Context: an optimization exercise on an open-source flow, tuned for small area, a short achievable clock period and few clock cycles per item. The choices shown serve that exercise and are no tape-out recipe.
RTL that was checked went through simulation tests only; none was proved equivalent to the original.
No functional check of the RTL was part of runs 1 and 2.
Power and IR drop assume default switching activity.

### run.sh
#!/bin/bash
# synth_recipe.tcl (not shown) runs the flow's synth.tcl, then flattens the netlist and writes it again
# the make line also repeats each setting of config.mk as NAME=value (left out here)
make -C /OpenROAD-flow-scripts/flow DESIGN_CONFIG=/design/flow/config.mk WORK_HOME=/design/flow/orfs CLKGATE_MAP_FILE= SYNTH_SCRIPT=/design/flow/synth_recipe.tcl finish
### config.mk
export PLATFORM = sky130hd
export DESIGN_NAME = cpu_top
export DESIGN_NICKNAME = cpu_top
export VERILOG_FILES = /design/flow/design.v
export SDC_FILE = /design/flow/constraint.sdc
export NUM_CORES = 4
export LEC_CHECK = 0
export ABC_CLOCK_PERIOD_IN_PS = 3000
export CAP_MARGIN = 20
export CORE_MARGIN = 2
export CORE_UTILIZATION = 40
export SLEW_MARGIN = 20
### constraint.sdc
create_clock -name core_clock -period 10.0 [get_ports {clk}]
set_input_delay 2.0000 -clock core_clock [delete_from_list [all_inputs] [get_ports {clk}]]
set_output_delay 2.0000 -clock core_clock [all_outputs]
set_load 0.01 [all_outputs]
### design.v
`default_nettype none
package cpu_pkg;
    localparam int data_w      = 16;    
    localparam int reg_idx_w   = 4;     
    localparam int imm_w       = 5;     
    localparam int data_addr_w = 8;
    localparam int pc_w        = 8;
    localparam logic [2:0] op_add_sub  = 3'd0;
    localparam logic [2:0] op_slt_mult = 3'd1;
    localparam logic [2:0] op_load     = 3'd2;
    localparam logic [2:0] op_store    = 3'd3;
    localparam logic [2:0] op_beq      = 3'd4;
    localparam logic [2:0] op_jump     = 3'd5;
endpackage
`default_nettype wire
`timescale 1ns/10ps
`default_nettype none
import cpu_pkg::*;
module pc_unit (
    input  wire                clk,
    input  wire                rst_n,
    input  wire                redirect,      
    input  wire [pc_w-1:0]     redirect_pc,
    input  wire                hold,          
    input  wire                jump,          
    input  wire [pc_w-1:0]     jump_pc,
    output logic [pc_w-1:0]    pc
);
    always_ff @(posedge clk or negedge rst_n) begin
        if (!rst_n)
            pc <= '0;
        else if (redirect)
            pc <= redirect_pc;
        else if (jump)
            pc <= jump_pc;
        else if (!hold)
            pc <= pc + pc_w'(1);
    end
endmodule
`default_nettype wire
`timescale 1ns/10ps
`default_nettype none
import cpu_pkg::*;
module reg_file (
    input  wire                        clk,
    input  wire                        rst_n,
    input  wire [reg_idx_w-1:0]        rs_idx,
    input  wire [reg_idx_w-1:0]        rt_idx,
    input  wire                        we,
    input  wire [reg_idx_w-1:0]        wr_idx,
    input  wire [data_w-1:0]           wr_data,
    output logic [data_w-1:0]          rs_data,
    output logic [data_w-1:0]          rt_data
);
    logic [data_w-1:0] regs [16];
    logic [15:0]       written;
    always_ff @(posedge clk or negedge rst_n) begin
        if (!rst_n)
            written <= '0;
        else if (we)
            written[wr_idx] <= 1'b1;
    end
    always_ff @(posedge clk) begin
        if (we)
            regs[wr_idx] <= wr_data;
    end
    always_comb begin
        rs_data = '0;
        rt_data = '0;
        for (int r = 0; r < 16; r++) begin
            rs_data = rs_data | (regs[r] & {data_w{(rs_idx == r[3:0]) && written[r]}});
            rt_data = rt_data | (regs[r] & {data_w{(rt_idx == r[3:0]) && written[r]}});
        end
    end
endmodule
`default_nettype wire
`timescale 1ns/10ps
`default_nettype none
import cpu_pkg::*;
module exec_unit (
    input  wire                clk,
    input  wire [data_w-1:0]   a,
    input  wire [data_w-1:0]   b,
    input  wire                sub,       
    input  wire                slt,
    output logic [data_w-1:0]  alu_out,
    output logic               eq,
    output logic [data_w-1:0]  product    
);
    logic [data_w-1:0] sum;
    logic              lt;
    logic [data_w-1:0] pp_lo;
    logic [7:0]        pp_hi;
    assign sum     = a + (b ^ {data_w{sub}}) + {15'b0, sub};
    assign lt      = (a[15] ^ b[15]) ? a[15] : sum[15];
    assign alu_out = slt ? {15'b0, lt} : sum;
    assign eq      = (a == b);
    always_ff @(posedge clk) begin
        pp_lo <= a * {8'b0, b[7:0]};
        pp_hi <= a[7:0] * b[15:8];
    end
    assign product = pp_lo + {pp_hi, 8'b0};
endmodule
`default_nettype wire
`timescale 1ns/10ps
`default_nettype none
import cpu_pkg::*;
module cpu_control (
    input  wire [data_w-1:0]     w,
    output logic                 reads_rs,
    output logic                 reads_rt,
    output logic                 writes,
    output logic [reg_idx_w-1:0] wr_idx,
    output logic                 is_alu,     
    output logic                 is_sub,     
    output logic                 is_slt,
    output logic                 is_mult,
    output logic                 is_load,
    output logic                 is_store,
    output logic                 is_beq
);
    logic [2:0] opc;
    assign opc = w[15:13];
    assign is_load  = (opc == op_load);
    assign is_store = (opc == op_store);
    assign is_beq   = (opc == op_beq);
    assign is_mult  = (opc == op_slt_mult) && w[0];
    assign is_slt   = (opc == op_slt_mult) && !w[0];
    assign is_alu   = (opc == op_add_sub) || is_slt;
    assign is_sub   = ((opc == op_add_sub) && w[0]) || is_slt;
    assign reads_rs = (opc <= op_beq);
    assign reads_rt = (opc <= op_beq) && (opc != op_load);
    assign writes   = (opc <= op_load);
    assign wr_idx   = is_load ? w[8:5] : w[4:1];
endmodule
`default_nettype wire
`timescale 1ns/10ps
`default_nettype none
import cpu_pkg::*;
module cpu_top #(
    parameter int inst_addr_w = 8
) (
    input  wire                     clk,
    input  wire                     rst_n,
    input  wire [data_w-1:0]        inst_rdata,
    input  wire [data_w-1:0]        data_rdata,
    output logic [inst_addr_w-1:0]  inst_addr,
    output logic [data_addr_w-1:0]  data_addr,
    output logic [data_w-1:0]       data_wdata,
    output logic                    data_we,
    output logic                    io_stall
);
    logic              i_valid;
    logic [pc_w-1:0]   pc_i;
    logic              d_valid;
    logic              d_stall;      
    logic [pc_w-1:0]   pc_d;
    logic [data_w-1:0] ir;
    logic              e_valid;
    logic [data_w-1:0] e_a;
    logic [data_w-1:0] e_b;
    logic [pc_w-1:0]   e_addr;
    logic [pc_w-1:0]   e_btgt;
    logic              e_writes;
    logic [3:0]        e_wd;
    logic              e_alu;
    logic              e_sub;
    logic              e_slt;
    logic              e_load;
    logic              e_mult;
    logic              e_beq;
    logic              w_we;
    logic [3:0]        w_rd;
    logic              w_load;
    logic              w_mult;
    logic [data_w-1:0] w_res;
    logic              stall_q;
    logic              we_q;
    logic              redirect;
    logic              hz_i;
    logic              jump_i;
    logic              beq_self_i;
    logic [pc_w-1:0]   jump_pc_i;
    logic [2:0]        opc_i;
    logic              i_reads_rs;
    logic              i_reads_rt;
    logic              d_late;
    assign opc_i      = inst_rdata[15:13];
    assign beq_self_i = (opc_i == op_beq) && (inst_rdata[12:9] == inst_rdata[8:5]);
    assign jump_i     = i_valid && ((opc_i == op_jump) || beq_self_i);
    assign jump_pc_i  = beq_self_i ? pc_i + 8'd1 + {{3{inst_rdata[4]}}, inst_rdata[4:0]}
                                   : inst_rdata[7:0];
    assign i_reads_rs = (opc_i <= op_store) || ((opc_i == op_beq) && !beq_self_i);
    assign i_reads_rt = (opc_i != op_load) && i_reads_rs;
    assign hz_i = i_valid && d_late && !redirect &&
                  ((i_reads_rs && (inst_rdata[12:9] == ir_wd)) ||
                   (i_reads_rt && (inst_rdata[8:5] == ir_wd)));
    logic [3:0] ir_wd;
    pc_unit u_pc_unit (
        .clk         (clk),
        .rst_n       (rst_n),
        .redirect    (redirect),
        .redirect_pc (e_btgt),
        .hold        (hz_i),
        .jump        (jump_i && !redirect),
        .jump_pc     (jump_pc_i),
        .pc          (inst_addr)
    );
    always_ff @(posedge clk or negedge rst_n) begin
        if (!rst_n)
            i_valid <= 1'b0;
        else
            i_valid <= !(redirect || hz_i || jump_i);
    end
    always_ff @(posedge clk) begin
        pc_i <= inst_addr;
    end
    always_ff @(posedge clk or negedge rst_n) begin
        if (!rst_n) begin
            d_valid <= 1'b0;
            d_stall <= 1'b0;
        end else begin
            if (!d_stall)
                d_valid <= i_valid && !redirect;
            d_stall <= hz_i;
        end
    end
    always_ff @(posedge clk) begin
        if (!d_stall) begin
            ir   <= inst_rdata;
            pc_d <= pc_i;
        end
    end
    logic                 d_reads_rs;
    logic                 d_reads_rt;
    logic                 d_writes;
    logic [3:0]           d_wd;
    logic                 d_alu;
    logic                 d_sub;
    logic                 d_slt;
    logic                 d_mult;
    logic                 d_load;
    logic                 d_store;
    logic                 d_beq;
    logic [3:0]           d_rs;
    logic [3:0]           d_rt;
    logic [data_w-1:0]    rf_a;
    logic [data_w-1:0]    rf_b;
    logic [data_w-1:0]    d_a;
    logic [data_w-1:0]    d_b;
    logic [data_w-1:0]    alu_out;
    logic [data_w-1:0]    product;
    logic [data_w-1:0]    w_data;
    logic                 e_eq;
    logic                 e_fwd;      
    logic                 hit_ea;
    logic                 hit_eb;
    logic                 hit_wa;
    logic                 hit_wb;
    logic                 d_go;       
    assign d_rs  = ir[12:9];
    assign d_rt  = ir[8:5];
    assign ir_wd = d_wd;
    cpu_control u_cpu_control (
        .w        (ir),
        .reads_rs (d_reads_rs),
        .reads_rt (d_reads_rt),
        .writes   (d_writes),
        .wr_idx   (d_wd),
        .is_alu   (d_alu),
        .is_sub   (d_sub),
        .is_slt   (d_slt),
        .is_mult  (d_mult),
        .is_load  (d_load),
        .is_store (d_store),
        .is_beq   (d_beq)
    );
    assign d_late = d_valid && !d_stall && (d_load || d_mult);
    reg_file u_reg_file (
        .clk     (clk),
        .rst_n   (rst_n),
        .rs_idx  (d_rs),
        .rt_idx  (d_rt),
        .we      (w_we),
        .wr_idx  (w_rd),
        .wr_data (w_data),
        .rs_data (rf_a),
        .rt_data (rf_b)
    );
    assign e_fwd  = e_valid && e_writes && e_alu;
    assign hit_ea = e_fwd && (e_wd == d_rs);
    assign hit_eb = e_fwd && (e_wd == d_rt);
    assign hit_wa = w_we && (w_rd == d_rs);
    assign hit_wb = w_we && (w_rd == d_rt);
    assign d_a = hit_ea ? alu_out : hit_wa ? w_data : rf_a;
    assign d_b = hit_eb ? alu_out : hit_wb ? w_data : rf_b;
    assign redirect = e_valid && e_beq && e_eq;
    assign d_go     = d_valid && !d_stall && !redirect;
    always_ff @(posedge clk or negedge rst_n) begin
        if (!rst_n)
            e_valid <= 1'b0;
        else
            e_valid <= d_go;
    end
    always_ff @(posedge clk) begin
        e_a      <= d_a;
        e_b      <= d_b;
        e_addr   <= d_a[7:0] + {{3{ir[4]}}, ir[4:0]};
        e_btgt   <= pc_d + 8'd1 + {{3{ir[4]}}, ir[4:0]};
        e_writes <= d_writes;
        e_wd     <= d_wd;
        e_alu    <= d_alu;
        e_sub    <= d_sub;
        e_slt    <= d_slt;
        e_load   <= d_load;
        e_mult   <= d_mult;
        e_beq    <= d_beq && (d_rs != d_rt);
    end
    exec_unit u_exec_unit (
        .clk     (clk),
        .a       (e_a),
        .b       (e_b),
        .sub     (e_sub),
        .slt     (e_slt),
        .alu_out (alu_out),
        .eq      (e_eq),
        .product (product)
    );
    always_ff @(posedge clk or negedge rst_n) begin
        if (!rst_n) begin
            stall_q <= 1'b1;
            we_q    <= 1'b0;
        end else begin
            stall_q <= !d_go;
            we_q    <= d_go && d_store;
        end
    end
    assign io_stall   = stall_q;
    assign data_we    = we_q;
    assign data_addr  = e_addr;
    assign data_wdata = e_b;
    always_ff @(posedge clk or negedge rst_n) begin
        if (!rst_n)
            w_we <= 1'b0;
        else
            w_we <= e_valid && e_writes;
    end
    always_ff @(posedge clk) begin
        w_rd   <= e_wd;
        w_load <= e_load;
        w_mult <= e_mult;
        w_res  <= alu_out;
    end
    assign w_data = w_load ? data_rdata : w_mult ? product : w_res;
endmodule
`default_nettype wire
==> results of run 1 <==
worst max path at each step:
stage,from,endpoint,slack (ns),cells after the start
2_1_floorplan,e_b[2]$_DFF_P_,u_exec_unit.pp_lo[15]$_DFF_P_,5.80,15
3_3_place_gp,data_rdata[1],e_addr[7]$_DFF_P_,5.10,13
3_5_place_dp,data_rdata[1],e_addr[7]$_DFF_P_,5.06,13
4_1_cts,e_b[2]$_DFF_P_,u_exec_unit.pp_lo[15]$_DFF_P_,5.32,13
5_1_grt,e_b[2]$_DFF_P_,u_exec_unit.pp_lo[15]$_DFF_P_,5.06,13
6_report,e_b[3]$_DFF_P_,u_exec_unit.pp_lo[15]$_DFF_P_,5.30,13
critical path, cell delays in order, from the launching register on:
cell and delay (ns):
dfxtp_1 0.90, nand2_1 0.18, fa_1 0.54, fa_1 0.46, fa_1 0.50, fa_1 0.49
inv_1 0.04, ha_1 0.32, or3_1 0.35, o21ai_0 0.08, a21oi_1 0.09, a211oi_1 0.34
a21oi_1 0.14, xnor2_1 0.13
synth_stat cells, types with 8 or more instances:
| cell | number | area (um^2) |
|---|---|---|
| nand2_1 | 152 | 571 |
| a221oi_1 | 16 | 140 |
| edfxtp_1 | 280 | 8410 |
| a21oi_1 | 65 | 325 |
| nor2b_1 | 14 | 87.6 |
| a21o_1 | 31 | 233 |
| ha_1 | 96 | 1200 |
| nand2b_1 | 18 | 113 |
| and2_1 | 93 | 582 |
| nor4_1 | 9 | 56.3 |
| mux2i_1 | 32 | 320 |
| o31ai_1 | 10 | 75.1 |
| a22o_1 | 19 | 166 |
| a22oi_1 | 205 | 1540 |
| or3_1 | 11 | 68.8 |
| o21a_1 | 14 | 105 |
| dfxtp_1 | 113 | 2260 |
| nor4bb_1 | 8 | 80.1 |
| o21ai_0 | 45 | 225 |
| and3_1 | 27 | 169 |
| xnor2_1 | 82 | 718 |
| clkbuf_1 | 77 | 289 |
| nand3_1 | 40 | 200 |
| nor2_1 | 68 | 255 |
| fa_1 | 77 | 1540 |
| nand4_1 | 37 | 231 |
| nor3_1 | 29 | 145 |
| o211ai_1 | 12 | 90.1 |
| inv_1 | 129 | 484 |
| dfrtp_1 | 30 | 751 |
| buf_2 | 27 | 135 |
| and4b_1 | 9 | 90.1 |
| xor2_1 | 46 | 403 |
area by class of cell:
cell class	instances	area, um^2	area share (%)
clock buffers	55	1200	4.56
clock inverters	28	290	1.10
inverters	131	492	1.86
multi-input cells	1391	11000	41.5
flip-flops and latches	424	11400	43.3
well taps	765	957	3.62
repair buffers	119	1060	4.00
cells in the final DEF, fill, tap and decap left out, drive strengths merged, types with 30 or more instances in the layout:
cell	Yosys	routed
edfxtp	280	280
nor2	68	68
and2	95	95
dfxtp	113	113
mux2i	35	35
a21o	31	31
xnor2	82	82
fa	77	77
dfrtp	30	30
a22oi	205	205
buf	41	53
o21ai	48	48
nand4	37	37
xor2	47	47
inv	130	131
clkdlybuf4s50	0	66
nand2	152	152
ha	96	96
nor3	31	31
clkbuf	77	55
nand3	40	40
a21oi	65	65
flip-flops by register name, summed over array words and instances, names as in the netlist, 4 cells and up:
name / count
w_rd: 4
e_a: 16
e_b: 16
u_reg_file.regs: 256
ir: 16
e_btgt: 8
u_reg_file.written: 16
e_addr: 8
pc_i: 8
u_exec_unit.pp_lo: 16
w_res: 16
u_exec_unit.pp_hi: 8
u_pc_unit.pc: 8
e_wd: 4
pc_d: 8
power by group:
| group | total (mW) | internal, mW | switching [mW] |
|---|---|---|---|
| Sequential | 2.62 | 2.26 | 0.354 |
| Clock | 1.71 | 0.991 | 0.716 |
| Combinational | 1.97 | 0.805 | 1.17 |
logic make-up after synthesis:
family          share of synthesized area, %
xor+xnor                                4.87
buf+inv                                 4.37
mux                                     1.90
simple gates                            13.4
flops                                   49.0
fa+ha+maj                               11.7
compound gates                          14.7
per-stage QoR:
step | area (um^2) | hold slack [ns] | power [mW] | std cells | utilization (%)
after floorplan | 23400 | 0.310 | 3.77 | 2064 | -
after global placement | 24900 | 0.312 | 4.55 | 2830 | 43.2
after detailed placement | 24900 | 0.318 | 4.59 | 2830 | 43.2
after CTS | 26400 | 0.332 | 6.29 | 2913 | 45.8
after global routing | 26400 | 0.349 | 6.61 | 2913 | 45.8
final | 26400 | 0.330 | 6.30 | 2913 | 45.8
metal layers:
metal,GRT usage [%],part of all wire (%)
met1,34.9,38
met2,42.6,46
met3,6.80,11
met4,10.1,4.3
met5,0,0.014
==> metrics.cfg, run 1 <==
[worst_setup_path]
cp-end-kind=flip-flop
cp.required_ns=10.47
rrSetupSlack_ns=5.30
critPathLaunchType=flip-flop
critPathArrivalTime_ns=5.16
critical_path_class=reg2reg
r2r_start=e_b[3]$_DFF_P_
r2r-end=u_exec_unit.pp_lo[15]$_DFF_P_
worst_r2r_path_depth=13
path_max_fanout=15

[floorplanning]
num_rows=88
dieArea_um2=60300
fp.dieH_um=246
start_util_pct=40.5
die_w_um=246
ios=68
design.core.area_um2=57700

[clock_tree]
cts_setup_buffers=0
cts-buffers-inserted=45
cts_sinks=424
htreeDepth=2
cts-root-buf=clkbuf_16
clock_latency_ns=0.60
postCtsHoldBufs=0
clk_pin_slew_worst_paths_ns=0.06
cts_resized=0
clockBufferDepth=3
cts_tree=yes

[synthesis]
postSynthCellCount=2064
synth.ff_latch_count=424
yosys_most_used_dff=edfxtp_1
seq_area_frac_synth_pct=49.0
synthArstFlopShare_pct=7.31
ys_types=82
synth_nets=2271
yosysWarnings=4
synth.avg_cell_area_um2=11.3
synth_edf_count=280
synth_area_um2=23400

[drt]
firstDrtPassIters=7
wirelength_um=80300
viasPerCell=6.16
ant_nets=0
wl_per_cell_um=27.6
vias=17900
drc=0
drt_iter0_drc=2389

[timing]
relSlewSlack_pct=11.4
min_period_ns=4.70
drv_slew=0
grt_setup_unrepaired=false
worst_slack_ns=5.30
hold_viol=0
tns_ns=0
setup_violations=0
max_freq_ghz=0.213
tightestPinTransition_ns=1.33
clock-skew-final_ns=0.0237
period_share_pct=47.0

[grt]
grt_pass1_wl_um=118000
antenna_found_initial=3
grt.overflow.total=0
grt_use_total_pct=26.7
grt_max_degree=35
grt_pass1_vias=17900

[run]
max_cap_violations=0

[placed_design]
hpwl_um=51600
pre_cts_ws_ns=5.06
place.gp.congestion=0.932
port_buffers=67

[pwr]
powerDensity_nw_per_um2=238
leakagePower_nw=10.1
ir_drop_mv=0.118

[worst_hold_path]
hold_depth=0
whs_endpoint=w_mult$_DFF_P_
hold_path.startpoint=e_mult$_DFF_P_
hp-class=reg2reg

[status]
status=no timing/DRC/antenna violations

[cells_and_area]
drive_above_1_share_pct=7.96
final_nets=2319
antenna_cells=0
n_fill_cell=5292
syn_to_final_growth_pct=13.1

==> run 2, diff against run 1 <==
--- a/config.mk
+++ b/config.mk
@@ -11,2 +11,3 @@
 export CORE_UTILIZATION = 40
+export SETUP_SLACK_MARGIN = 5
 export SLEW_MARGIN = 20
==> metrics.cfg, run 2 <==
[worst_setup_path]
critPathLaunchType=flip-flop  ; unchanged
critical_path_class=reg2reg  ; unchanged
crit_top_cell=fa_1  ; unchanged
cp-end-kind=flip-flop  ; unchanged
path_cells=nand2_1 > fa_1 > fa_1 > fa_1 > fa_1 > inv_1 > ha_1 > or3_1 > o21ai_0 > a21oi_1 > a211oi_1 > a21oi_1 > xnor2_1  ; unchanged
worst_r2r_path_depth=13  ; unchanged
path_max_fanout=15  ; unchanged
r2r-end=u_exec_unit.pp_lo[15]$_DFF_P_  ; unchanged
rrSetupSlack_ns=5.30  ; about the same
critPathLaunch=e_b[3]$_DFF_P_  ; unchanged
critPathBufInv=1  ; unchanged
cp_slowest_cell=dfxtp_1  ; unchanged
cp.required_ns=10.47  ; about the same
critical_path.max_stage_delay_ns=0.90  ; about the same
critPathArrivalTime_ns=5.16  ; about the same
r2r_start=e_b[3]$_DFF_P_  ; unchanged
crit_family=adder cells  ; unchanged

[clock_tree]
cts_resized=0  ; unchanged
clock_latency_ns=0.60  ; about the same
htreeDepth=2  ; unchanged
cts_setup_buffers=0  ; unchanged
cts_tree=yes  ; unchanged
postCtsHoldBufs=0  ; unchanged
cts-buffers-inserted=45  ; unchanged
clk_pin_slew_worst_paths_ns=0.06  ; about the same
cts_sinks=424  ; unchanged
cts-root-buf=clkbuf_16  ; unchanged
clockBufferDepth=3  ; unchanged

[timing]
grt_setup_unrepaired=false  ; unchanged
max_freq_ghz=0.213  ; unchanged
tns_ns=0  ; unchanged
relSlewSlack_pct=11.4  ; unchanged
drv_slew=0  ; unchanged
period_share_pct=47.0  ; unchanged
clock-skew-final_ns=0.0237  ; unchanged
tightestPinTransition_ns=1.33  ; unchanged
fin_hold_ws_ns=0.330  ; unchanged
min_period_ns=4.70  ; unchanged
setup_violations=0  ; unchanged
hold_viol=0  ; unchanged

[cells_and_area]
largest_reg_flops=256  ; unchanged
final_nets=2319  ; unchanged
finalNonFillerCells=2913  ; unchanged
syn_to_final_growth_pct=13.1  ; unchanged
antenna_cells=0  ; unchanged
mostFrequentLayoutCells=edfxtp_1 (280), a22oi_1 (205), nand2_1 (152)  ; unchanged
n_fill_cell=5292  ; unchanged
regMostFlops=u_reg_file.regs  ; unchanged
mostFrequentLayoutCell=edfxtp_1  ; unchanged
drive_above_1_share_pct=7.96  ; unchanged

[pwr]
leakagePower_nw=10.1  ; unchanged
ir_drop_mv=0.118  ; unchanged
powerDensity_nw_per_um2=238  ; unchanged

[drt]
drc=0  ; unchanged
viasPerCell=6.16  ; unchanged
drt_iter0_drc=2389  ; unchanged
ant_nets=0  ; unchanged
vias=17900  ; unchanged
routed.top_layer=met5  ; unchanged
met1_length_um=30900  ; unchanged
dr_wl_met2_um=36700  ; unchanged
firstDrtPassIters=7  ; unchanged
dr_wl_met3_um=9190  ; unchanged
wl_per_cell_um=27.6  ; unchanged
wirelength_um=80300  ; unchanged

[synthesis]
yosys.area.top_type=edfxtp_1  ; unchanged
seq_area_frac_synth_pct=49.0  ; unchanged
synth_area_leaders=edfxtp_1 (36%), dfxtp_1 (9.7%), fa_1 (6.6%)  ; unchanged
synth.ff_latch_count=424  ; unchanged
yosys_most_used_dff=edfxtp_1  ; unchanged
synth_top_area_share_pct=36.0  ; unchanged
postSynthCellCount=2064  ; unchanged
synth.avg_cell_area_um2=11.3  ; unchanged
synth_commonest_cells=edfxtp_1 (280), a22oi_1 (205), nand2_1 (152), inv_1 (129), dfxtp_1 (113)  ; unchanged
synthArstFlopShare_pct=7.31  ; unchanged
yosysMostFrequentCell=edfxtp_1  ; unchanged
yosysWarnings=4  ; unchanged
synth_nets=2271  ; unchanged
synth_area_um2=23400  ; unchanged
ys_types=82  ; unchanged
synth_edf_count=280  ; unchanged

[grt]
grt_max_degree=35  ; unchanged
grt_use_total_pct=26.7  ; unchanged
antenna_found_initial=3  ; unchanged
grt_pass1_vias=17900  ; unchanged
grt_pass1_wl_um=118000  ; unchanged
grt.overflow.total=0  ; unchanged

[floorplanning]
ios=68  ; unchanged
fp.dieH_um=246  ; unchanged
design.core.area_um2=57700  ; unchanged
die_w_um=246  ; unchanged
num_rows=88  ; unchanged
dieArea_um2=60300  ; unchanged
start_util_pct=40.5  ; unchanged

[run]
max_cap_violations=0  ; unchanged

[placed_design]
hpwl_um=51600  ; unchanged
place_inst=2830  ; unchanged
place.gp.congestion=0.932  ; unchanged
port_buffers=67  ; unchanged

[worst_hold_path]
hold_depth=0  ; unchanged
whs_endpoint=w_mult$_DFF_P_  ; unchanged
hp-class=reg2reg  ; unchanged
hold_path.startpoint=e_mult$_DFF_P_  ; unchanged

[status]
status=no timing/DRC/antenna violations  ; unchanged

==> run 2: cell counts in the layout (fill, tap and decap cells not counted) <==
Identical to the previous run, type by type.
==> run 2: layout make-up <==
cell class | count | area, um^2 | share of cell area (%)
sequential | 424 | 11400 | 43.3
multi-input combinational | 1391 | 11000 | 41.5
clock buffer | 55 | 1200 | 4.56
timing repair buffer | 119 | 1060 | 4.00
tap | 765 | 957 | 3.62
inverter | 131 | 492 | 1.86
clock inverter | 28 | 290 | 1.10
==> run 2: worst max path at each step <==
stage | end | cells after the start
2_1_floorplan | u_exec_unit.pp_lo[15]$_DFF_P_ | 15
3_3_place_gp | e_addr[7]$_DFF_P_ | 13
3_5_place_dp | e_addr[7]$_DFF_P_ | 13
4_1_cts | u_exec_unit.pp_lo[15]$_DFF_P_ | 13
5_1_grt | u_exec_unit.pp_lo[15]$_DFF_P_ | 13
6_report | u_exec_unit.pp_lo[15]$_DFF_P_ | 13
==> run 2: report_power, final <==
group,internal (mW),total (mW),switching (mW)
Combinational,0.805,1.97,1.17
Sequential,2.26,2.62,0.354
Clock,0.991,1.71,0.716
Total,4.06,6.30,2.24
==> run 2: logic make-up after synthesis <==
kind of cell	Yosys count	share of synthesized area [%]
mux	42	1.90
flops	424	49.0
buf+inv	249	4.37
simple gates	568	13.4
xor+xnor	129	4.87
compound gates	479	14.7
fa+ha+maj	173	11.7
==> run 2: per-stage QoR <==
stage / area [um^2] / setup slack (ns) / total power [mW] / utilization [%]
2_1_floorplan: 23400 / 5.80 / 3.77 / -
3_3_place_gp: 24900 / 5.10 / 4.55 / 43.2
3_5_place_dp: 24900 / 5.06 / 4.59 / 43.2
4_1_cts: 26400 / 5.32 / 6.29 / 45.8
5_1_grt: 26400 / 5.06 / 6.61 / 45.8
6_report: 26400 / 5.30 / 6.30 / 45.8
==> run 2: layer usage <==
layer | vias to the layer above | global-route usage (%)
li1 | 7689 | -
met1 | 8801 | 34.9
met2 | 1167 | 42.6
met3 | 278 | 6.80
met4 | 2 | 10.1
met5 | - | 0
==> run 3, diff against run 2 <==
--- a/design.v
+++ b/design.v
@@ -155,3 +155,2 @@
     logic              d_valid;
-    logic              d_stall;      
     logic [pc_w-1:0]   pc_d;
@@ -159,4 +158,8 @@
     logic              e_valid;
+    logic              e_wait;       
+    logic              e_fa;         
+    logic              e_fb;
     logic [data_w-1:0] e_a;
     logic [data_w-1:0] e_b;
+    logic [4:0]        e_imm;
     logic [pc_w-1:0]   e_addr;
@@ -168,4 +171,5 @@
     logic              e_slt;
-    logic              e_load;
     logic              e_mult;
+    logic              e_load;
+    logic              e_store;
     logic              e_beq;
@@ -178,22 +182,8 @@
     logic              we_q;
-    logic              redirect;
-    logic              hz_i;
-    logic              jump_i;
-    logic              beq_self_i;
-    logic [pc_w-1:0]   jump_pc_i;
-    logic [2:0]        opc_i;
-    logic              i_reads_rs;
-    logic              i_reads_rt;
-    logic              d_late;
-    assign opc_i      = inst_rdata[15:13];
-    assign beq_self_i = (opc_i == op_beq) && (inst_rdata[12:9] == inst_rdata[8:5]);
-    assign jump_i     = i_valid && ((opc_i == op_jump) || beq_self_i);
-    assign jump_pc_i  = beq_self_i ? pc_i + 8'd1 + {{3{inst_rdata[4]}}, inst_rdata[4:0]}
-                                   : inst_rdata[7:0];
-    assign i_reads_rs = (opc_i <= op_store) || ((opc_i == op_beq) && !beq_self_i);
-    assign i_reads_rt = (opc_i != op_load) && i_reads_rs;
-    assign hz_i = i_valid && d_late && !redirect &&
-                  ((i_reads_rs && (inst_rdata[12:9] == ir_wd)) ||
-                   (i_reads_rt && (inst_rdata[8:5] == ir_wd)));
-    logic [3:0] ir_wd;
+    logic e_exec;
+    logic redirect;
+    logic haz;
+    logic jump_i;
+    assign e_exec = e_valid && !e_wait;
+    assign jump_i = i_valid && (inst_rdata[15:13] == op_jump);
     pc_unit u_pc_unit (
@@ -203,5 +193,5 @@
         .redirect_pc (e_btgt),
-        .hold        (hz_i),
+        .hold        (haz),
         .jump        (jump_i && !redirect),
-        .jump_pc     (jump_pc_i),
+        .jump_pc     (inst_rdata[7:0]),
         .pc          (inst_addr)
@@ -212,3 +202,3 @@
         else
-            i_valid <= !(redirect || hz_i || jump_i);
+            i_valid <= !(redirect || haz || jump_i);
     end
@@ -218,13 +208,9 @@
     always_ff @(posedge clk or negedge rst_n) begin
-        if (!rst_n) begin
+        if (!rst_n)
             d_valid <= 1'b0;
-            d_stall <= 1'b0;
-        end else begin
-            if (!d_stall)
-                d_valid <= i_valid && !redirect;
-            d_stall <= hz_i;
-        end
+        else if (!e_wait)
+            d_valid <= i_valid && !redirect;
     end
     always_ff @(posedge clk) begin
-        if (!d_stall) begin
+        if (!e_wait) begin
             ir   <= inst_rdata;
@@ -255,2 +241,3 @@
     logic                 e_fwd;      
+    logic                 e_late;     
     logic                 hit_ea;
@@ -259,6 +246,6 @@
     logic                 hit_wb;
-    logic                 d_go;       
-    assign d_rs  = ir[12:9];
-    assign d_rt  = ir[8:5];
-    assign ir_wd = d_wd;
+    logic                 late_a;
+    logic                 late_b;
+    assign d_rs = ir[12:9];
+    assign d_rt = ir[8:5];
     cpu_control u_cpu_control (
@@ -277,3 +264,2 @@
     );
-    assign d_late = d_valid && !d_stall && (d_load || d_mult);
     reg_file u_reg_file (
@@ -289,3 +275,4 @@
     );
-    assign e_fwd  = e_valid && e_writes && e_alu;
+    assign e_fwd  = e_exec && e_writes && e_alu;
+    assign e_late = e_exec && e_writes && !e_alu;
     assign hit_ea = e_fwd && (e_wd == d_rs);
@@ -294,25 +281,44 @@
     assign hit_wb = w_we && (w_rd == d_rt);
+    assign late_a = e_late && d_reads_rs && (e_wd == d_rs);
+    assign late_b = e_late && d_reads_rt && (e_wd == d_rt);
     assign d_a = hit_ea ? alu_out : hit_wa ? w_data : rf_a;
     assign d_b = hit_eb ? alu_out : hit_wb ? w_data : rf_b;
-    assign redirect = e_valid && e_beq && e_eq;
-    assign d_go     = d_valid && !d_stall && !redirect;
+    assign haz      = d_valid && !e_wait && !redirect && (late_a || late_b);
+    assign redirect = e_exec && e_beq && e_eq;
+    logic [data_w-1:0] a_next;
+    logic [data_w-1:0] b_next;
+    logic [4:0]        imm_next;
+    assign a_next   = e_wait ? (e_fa ? w_data : e_a) : d_a;
+    assign b_next   = e_wait ? (e_fb ? w_data : e_b) : d_b;
+    assign imm_next = e_wait ? e_imm : ir[4:0];
     always_ff @(posedge clk or negedge rst_n) begin
-        if (!rst_n)
+        if (!rst_n) begin
             e_valid <= 1'b0;
-        else
-            e_valid <= d_go;
+            e_wait  <= 1'b0;
+        end else if (e_wait) begin
+            e_wait  <= 1'b0;
+        end else begin
+            e_valid <= d_valid && !redirect;
+            e_wait  <= haz;
+        end
     end
     always_ff @(posedge clk) begin
-        e_a      <= d_a;
-        e_b      <= d_b;
-        e_addr   <= d_a[7:0] + {{3{ir[4]}}, ir[4:0]};
-        e_btgt   <= pc_d + 8'd1 + {{3{ir[4]}}, ir[4:0]};
-        e_writes <= d_writes;
-        e_wd     <= d_wd;
-        e_alu    <= d_alu;
-        e_sub    <= d_sub;
-        e_slt    <= d_slt;
-        e_load   <= d_load;
-        e_mult   <= d_mult;
-        e_beq    <= d_beq && (d_rs != d_rt);
+        e_a    <= a_next;
+        e_b    <= b_next;
+        e_addr <= a_next[7:0] + {{3{imm_next[4]}}, imm_next};
+        if (!e_wait) begin
+            e_fa     <= late_a;
+            e_fb     <= late_b;
+            e_imm    <= ir[4:0];
+            e_btgt   <= pc_d + 8'd1 + {{3{ir[4]}}, ir[4:0]};
+            e_writes <= d_writes;
+            e_wd     <= d_wd;
+            e_alu    <= d_alu;
+            e_sub    <= d_sub;
+            e_slt    <= d_slt;
+            e_mult   <= d_mult;
+            e_load   <= d_load;
+            e_store  <= d_store;
+            e_beq    <= d_beq;
+        end
     end
@@ -328,2 +334,4 @@
     );
+    logic e_exec_next;
+    assign e_exec_next = e_wait || (d_valid && !redirect && !haz);
     always_ff @(posedge clk or negedge rst_n) begin
@@ -333,4 +341,4 @@
         end else begin
-            stall_q <= !d_go;
-            we_q    <= d_go && d_store;
+            stall_q <= !e_exec_next;
+            we_q    <= e_exec_next && (e_wait ? e_store : d_store);
         end
@@ -345,3 +353,3 @@
         else
-            w_we <= e_valid && e_writes;
+            w_we <= e_exec && e_writes;
     end
--- a/config.mk
+++ b/config.mk
@@ -7,3 +7,2 @@
 export LEC_CHECK = 0
-export ABC_CLOCK_PERIOD_IN_PS = 3000
 export CAP_MARGIN = 20
@@ -11,3 +10,2 @@
 export CORE_UTILIZATION = 40
-export SETUP_SLACK_MARGIN = 5
 export SLEW_MARGIN = 20
==> metrics.cfg, run 3 <==
[timing]
setup_violations=0  ; unchanged
max_freq_ghz=0.211  ; was 0.213 GHz
tns_ns=0  ; unchanged
clock-skew-final_ns=0.0235  ; was 0.0237 ns
hold_viol=0  ; unchanged
tightestPinTransition_ns=1.27  ; was 1.33 ns
drv_slew=0  ; unchanged
min_period_ns=4.74  ; was 4.70 ns
worst_slack_ns=5.26  ; was 5.30 ns
relSlewSlack_pct=15.6  ; was 11.4%
fin_hold_ws_ns=0.338  ; was 0.330 ns
grt_setup_unrepaired=false  ; unchanged
period_share_pct=47.4  ; was 47.0%

[synthesis]
yosys.area.top_type=edfxtp_1  ; unchanged
yosys_most_used_dff=edfxtp_1  ; unchanged
synth.avg_cell_area_um2=11.5  ; was 11.3 um^2
seq_area_frac_synth_pct=51.7  ; was 49.0%
synth_nets=2235  ; was 2,271
ys_types=80  ; was 82
synth_top_family_by_area=compound AO/OA/AOI/OAI gates  ; unchanged
synth_area_leaders=edfxtp_1 (42%), a22oi_1 (7.8%), dfxtp_1 (6.5%)  ; was edfxtp_1 (36%), dfxtp_1 (9.7%), fa_1 (6.6%)
synth_compound_area_share_pct=14.8  ; was 14.7%
synth.ff_latch_count=432  ; was 424
yosysWarnings=4  ; unchanged
synth_area_um2=23300  ; was 23,400 um^2
synth-simple-area-share_pct=12.4  ; was 13.4%
synth_top_area_share_pct=41.8  ; was 36.0%
synth_fa_ha_area_share_pct=11.3  ; was 11.7%
synthArstFlopShare_pct=7.18  ; was 7.31%
synthMuxAreaShare_pct=1.56  ; was 1.90%
postSynthCellCount=2036  ; was 2,064
synth_edf_count=325  ; was 280
yosysMostFrequentCell=edfxtp_1  ; unchanged
synth_commonest_cells=edfxtp_1 (325), a22oi_1 (241), nand2_1 (213), inv_1 (123), and2_1 (106)  ; was edfxtp_1 (280), a22oi_1 (205), nand2_1 (152), inv_1 (129), dfxtp_1 (113)
synth-xor-area-share_pct=4.02  ; was 4.87%

[worst_setup_path]
path_max_fanout=9  ; was 15
critPathLaunch=e_b[10]$_DFFE_PP_  ; was e_b[3]$_DFF_P_
crit_family=compound AO/OA/AOI/OAI gates  ; was adder cells
crit_top_cell=xor2_1  ; was fa_1
critical_path.max_stage_delay_ns=0.59  ; was 0.90 ns
r2r_start=e_b[10]$_DFFE_PP_  ; was e_b[3]$_DFF_P_
path_cells=xor2_1 > ha_1 > and2_1 > a221o_1 > a311oi_1 > and2_1 > a21oi_2 > maj3_1 > o21ai_2 > o21ai_0 > ha_1 > a21o_1 > a21oi_1 > o21bai_1 > a21oi_1 > o21ai_0 > xor2_1 > xor2_1  ; was nand2_1 > fa_1 > fa_1 > fa_1 > fa_1 > inv_1 > ha_1 > or3_1 > o21ai_0 > a21oi_1 > a211oi_1 > a21oi_1 > xnor2_1
critPathBufInv=0  ; was 1
critPathArrivalTime_ns=5.21  ; was 5.16 ns
cp_slowest_cell=edfxtp_1  ; was dfxtp_1
cp.required_ns=10.47  ; about the same
critPathLaunchType=flip-flop  ; unchanged
critical_path_class=reg2reg  ; unchanged
cp-end-kind=flip-flop  ; unchanged

[drt]
viasPerCell=6.09  ; was 6.16
ant_nets=0  ; unchanged
firstDrtPassIters=9  ; was 7
wirelength_um=78700  ; was 80,300 um
wl_per_cell_um=27.1  ; was 27.6 um
drt_iter0_drc=2645  ; was 2,389
drc=0  ; unchanged
vias=17700  ; was 17,900

[floorplanning]
fp.dieH_um=246  ; about the same
start_util_pct=40.5  ; about the same
die_w_um=246  ; about the same
num_rows=88  ; unchanged
dieArea_um2=60300  ; about the same
design.core.area_um2=57700  ; unchanged
ios=68  ; unchanged

[placed_design]
place.gp.congestion=0.902  ; was 0.932
hpwl_um=50200  ; was 51,600 um
port_buffers=67  ; unchanged
pre_cts_ws_ns=4.59  ; was 5.06 ns
place_inst=2813  ; was 2,830

[grt]
grt_max_degree=55  ; was 35
grt_pass1_wl_um=114000  ; was 118,000 um
grt.overflow.total=0  ; unchanged
grt_use_total_pct=25.8  ; was 26.7%
grt_pass1_vias=17200  ; was 17,900
antenna_found_initial=0  ; was 3

[clock_tree]
postCtsHoldBufs=0  ; unchanged
cts-buffers-inserted=47  ; was 45
cts_setup_buffers=0  ; unchanged
htreeDepth=2  ; unchanged
cts-root-buf=clkbuf_16  ; unchanged
cts_tree=yes  ; unchanged
clock_latency_ns=0.61  ; was 0.60 ns
clockBufferDepth=3  ; unchanged
cts_resized=0  ; unchanged
cts_sinks=432  ; was 424
clk_pin_slew_worst_paths_ns=0.06  ; about the same

[cells_and_area]
mostFrequentLayoutCells=edfxtp_1 (325), a22oi_1 (241), nand2_1 (213)  ; was edfxtp_1 (280), a22oi_1 (205), nand2_1 (152)
mostFrequentLayoutCell=edfxtp_1  ; unchanged
finalNonFillerCells=2901  ; was 2,913
drive_above_1_share_pct=8.47  ; was 7.96%
largest_reg_flops=256  ; unchanged
antenna_cells=0  ; unchanged
n_fill_cell=5291  ; was 5,292
final_nets=2296  ; was 2,319
syn_to_final_growth_pct=13.8  ; was 13.1%
regMostFlops=u_reg_file.regs  ; unchanged

[pwr]
leakagePower_nw=10.5  ; was 10.1 nW
ir_drop_mv=0.178  ; was 0.118 mV
powerDensity_nw_per_um2=274  ; was 238 nW/um^2

[run]
max_cap_violations=0  ; unchanged

[status]
status=no timing/DRC/antenna violations  ; unchanged

[worst_hold_path]
hp-class=reg2reg  ; unchanged
hold_path.startpoint=e_load$_DFFE_PN_  ; was e_mult$_DFF_P_

==> run 3: power breakdown <==
group	internal [mW]	leakage [nW]	switching, mW
combinational	1.08	5.64	1.62
clock	1.04	0.766	0.739
sequential	2.42	4.08	0.374
==> run 3: cell families after synthesis <==
group / after synthesis
compound gates: 481
xor+xnor: 107
fa+ha+maj: 166
buf+inv: 248
flops: 432
mux: 34
simple gates: 568
==> run 3: worst reg2reg max path: stages, from the launching register on <==
cell and delay, ns:
edfxtp_1 0.59, xor2_1 0.23, ha_1 0.34, and2_1 0.20, a221o_1 0.39, a311oi_1 0.41, and2_1 0.21, a21oi_2 0.07
maj3_1 0.38, o21ai_2 0.20, o21ai_0 0.16, ha_1 0.25, a21o_1 0.15, a21oi_1 0.23, o21bai_1 0.09, a21oi_1 0.22
o21ai_0 0.16, xor2_1 0.17, xor2_1 0.15
==> run 3: final cells by class <==
type | instances | area, um^2 | area share (%)
Clock inverter | 24 | 246 | 0.928
Sequential cell | 432 | 12100 | 45.4
Inverter | 123 | 462 | 1.74
Timing Repair Buffer | 137 | 1200 | 4.50
Clock buffer | 64 | 1320 | 4.98
Multi-Input combinational cell | 1356 | 10300 | 38.8
Tap cell | 765 | 957 | 3.60
==> run 3: routing by layer <==
| layer | track usage (%) | wire (um) | share of wire, % |
|---|---|---|---|
| met3 | 6.28 | 9990 | 13 |
| met1 | 36.3 | 31600 | 40 |
| met2 | 38.2 | 33300 | 42 |
| met4 | 10.8 | 3790 | 4.8 |
| met5 | 0 | 0 | 0 |
==> run 3: worst paths after layout <==
path                       cells past startpoint                     endpoint  slack [ns]
setup / recovery                              18            e_addr[7]$_DFF_P_        5.26
hold / removal                                 0               w_load$_DFF_P_        0.34
setup reg to reg                              18            e_addr[7]$_DFF_P_        5.26
hold reg to reg                                0               w_load$_DFF_P_        0.34
max in group asynchronous                      2            stall_q$_DFF_PN1_        7.84
min in group asynchronous                      2  u_pc_unit.pc[7]$_DFFE_PN0P_        1.82
==> run 3: through the flow <==
step	cell area, um^2	total power, mW	utilization (%)
CTS	26600	7.25	46.0
global route	26600	7.65	46.0
global placement	25000	5.42	43.3
finish	26600	7.27	46.0
floorplan	23300	4.40	-
detailed placement	25000	5.47	43.3
Testbench counts of run 3, summed over its fixed seeds: cycles 63,244, instrs 50,571.

-- static timing again, ports no longer ideal --
Ports are ideal in the flow. The routed layouts listed here were re-timed in OpenROAD.
Step 1, drivers: a clkbuf_16 drives clk and a buf_2 each remaining input, both assumed.
Step 2 adds t to the input delays and takes it off the output delays; t is the mean of the earliest and latest rising clock arrival at the registers after step 1. Input paths then give back, and output paths get back, about the clock's delay inside the block.
a / b / c = no drivers / after step 1 / after step 2; a / b = the first two.
run	shift t [ns]	slack for setup (ns)	pins driven straight from the clock port
run 1	0.641	5.301 / 5.301 / 4.964	1
run 2	0.641	5.301 / 5.301 / 4.964	1
run 3	0.651	5.256 / 5.256 / 4.680	1
After both steps every run listed still meets setup and hold. The setup slack of run 3, which loses most, moves by 0.000 ns with the drivers and by -0.576 ns with both steps.
